This is an optimization exercise on Yosys and OpenROAD, whose aim is small area, a short achievable clock period and few clock cycles per item, not a production implementation.
Only simulation tests tie the RTL to the original design; equivalence was not proved.

run A:
// aes_inv_cipher_ctrl
module aes_inv_cipher_ctrl (
  input  logic         clk,
  input  logic         rst,
  input  logic         in_valid,
  output logic         in_ready,
  input  logic [127:0] in_block,
  output logic [3:0]   rk_idx,
  input  logic [127:0] rk_data,
  output logic         out_valid,
  input  logic         out_ready,
  output logic [127:0] out_block,
  output logic         busy
);
==> flow/config.mk <==
export PLATFORM = sky130hd
export DESIGN_NAME = aes_inv_cipher_ctrl
export DESIGN_NICKNAME = aes_inv_cipher_ctrl
export VERILOG_FILES = /design/flow/design.v
export SDC_FILE = /design/flow/constraint.sdc
export NUM_CORES = 4
export LEC_CHECK = 0
export CAP_MARGIN = 20
export CORE_MARGIN = 2
export CORE_UTILIZATION = 70
export GPL_TIMING_DRIVEN = 1
export SLEW_MARGIN = 20
==> flow/constraint.sdc <==
create_clock -name core_clock -period 9.0 [get_ports {clk}]
set_input_delay 1.8000 -clock core_clock [delete_from_list [all_inputs] [get_ports {clk}]]
set_output_delay 1.8000 -clock core_clock [all_outputs]
set_load 0.01 [all_outputs]
standard.sh (not shown) runs the stock make flow with config.mk's settings and CLKGATE_MAP_FILE= SYNTH_SCRIPT=/design/flow/synth_recipe.tcl, a recipe that flattens the netlist after the stock synthesis.
==> flow/flow/run.sh <==
#!/bin/bash
# The standard ORFS layout (standard.sh) with these changes to how the
# layout is made; the constraints (constraint.sdc) are the standard flow's, unchanged:
#  - ports are buffered with buf_2 cells instead of the default buffer;
#  - if the detailed router leaves an antenna violation, the layout is made
#    again at a slightly lower utilisation in orfs_b/ and that one is used.
# Every tool's output goes to the logs under orfs*/logs and to flow_make*.log.
set -euo pipefail
W=$(pwd)
MARGIN=${MARGIN:-5.9}
KNOBS=(SETUP_SLACK_MARGIN=$MARGIN "BUFFER_PORTS_ARGS=-buffer_cell sky130_fd_sc_hd__buf_2")
BASE=results/$FLOW_PLATFORM/aes_inv_cipher_ctrl/base
ANT=reports/$FLOW_PLATFORM/aes_inv_cipher_ctrl/base/drt_antennas.log
bash standard.sh "${KNOBS[@]}" finish > flow_make.log 2>&1
if grep -q VIOLATED "orfs/$ANT"; then
  bash standard.sh WORK_HOME="$W/orfs_b" "${KNOBS[@]}" CORE_UTILIZATION=55 finish > flow_make_b.log 2>&1
  if ! grep -q VIOLATED "orfs_b/$ANT"; then
    : # left out here: write the final layout as DEF
  fi
fi
Testbench counts of run A, summed over its fixed seeds: cycles 8,504, items 768.
> inputs changed (run A -> run B)
Settings: GPL_TIMING_DRIVEN: 1 -> unset.
--- a/flow/flow/run.sh
+++ b/flow/flow/run.sh
@@ -8,5 +8,5 @@
 set -euo pipefail
 W=$(pwd)
-MARGIN=${MARGIN:-5.9}
+MARGIN=${MARGIN:-6.0}
 KNOBS=(SETUP_SLACK_MARGIN=$MARGIN "BUFFER_PORTS_ARGS=-buffer_cell sky130_fd_sc_hd__buf_2")
 BASE=results/$FLOW_PLATFORM/aes_inv_cipher_ctrl/base
[summary]
Run B falls short of run A in maximum achievable frequency.
Comparing run B and run A, the lower proportion of cell area occupied by registers was measured on run B.
Run B vs. run A: multi-input combinational area share saw a decrease; number of standard cells in the final layout excluding fillers went up 42.
Compared with run A, number of non-clock buffers in the layout in run B increased by a few percent.
--- input diff run B..run C ---
Settings: CORE_UTILIZATION now 60, was 70.
--- a/flow/flow/run.sh
+++ b/flow/flow/run.sh
@@ -2,5 +2,5 @@
 # The standard ORFS layout (standard.sh) with these changes to how the
 # layout is made; the constraints (constraint.sdc) are the standard flow's, unchanged:
-#  - ports are buffered with buf_2 cells instead of the default buffer;
+#  - ports are buffered with buf_4 cells instead of the default buffer;
 #  - if the detailed router leaves an antenna violation, the layout is made
 #    again at a slightly lower utilisation in orfs_b/ and that one is used.
@@ -8,6 +8,6 @@
 set -euo pipefail
 W=$(pwd)
-MARGIN=${MARGIN:-6.0}
-KNOBS=(SETUP_SLACK_MARGIN=$MARGIN "BUFFER_PORTS_ARGS=-buffer_cell sky130_fd_sc_hd__buf_2")
+MARGIN=${MARGIN:-5.9}
+KNOBS=(SETUP_SLACK_MARGIN=$MARGIN "BUFFER_PORTS_ARGS=-buffer_cell sky130_fd_sc_hd__buf_4")
 BASE=results/$FLOW_PLATFORM/aes_inv_cipher_ctrl/base
 ANT=reports/$FLOW_PLATFORM/aes_inv_cipher_ctrl/base/drt_antennas.log
Run C vs. run B: met1 capacity usage during global routing went down by 4.8 points.
Total standard cell area after synthesis came out exactly the same in run B and run C.
For count of plain and timing-repair buffers, dividing the value from run C by the value from run B gives 0.924.
Going from run B to run C, global-route wire length before repair now larger; length of the first detailed-routing pass in iterations now smaller.

-- port drivers added, routing unchanged --
Ports are ideal in the flow. The routed layouts listed here were re-timed in OpenROAD.
Step 1: set_driving_cell puts a clkbuf_16 on clk and a buf_2 on each other input, an assumption about the parent block.
Step 2 adds t to the input delays and takes it off the output delays; t is the mean of the earliest and latest rising clock arrival at the registers after step 1. Input paths then give back, and output paths get back, about the clock's delay inside the block.
Slacks: no drivers / after step 1 / after step 2; pairs: no drivers / after step 1.
run	t (ns)	slack for setup (ns)	hold slack, ns	clock arrival spread, ns	worst data-port slew with drivers (ns)
run A	0.691	5.877 / 5.808 / 5.254	0.513 / 0.513 / 0.513	0.028 / 0.028	0.08
run B	0.688	5.859 / 5.790 / 5.327	0.508 / 0.508 / 0.508	0.022 / 0.023	0.09
run C	0.680	5.868 / 5.847 / 5.229	0.470 / 0.470 / 0.470	0.016 / 0.016	0.08
After both steps every run listed still meets setup and hold. For run C, which loses most, drivers alone change the setup slack by -0.021 ns; drivers and shift together by -0.639 ns.
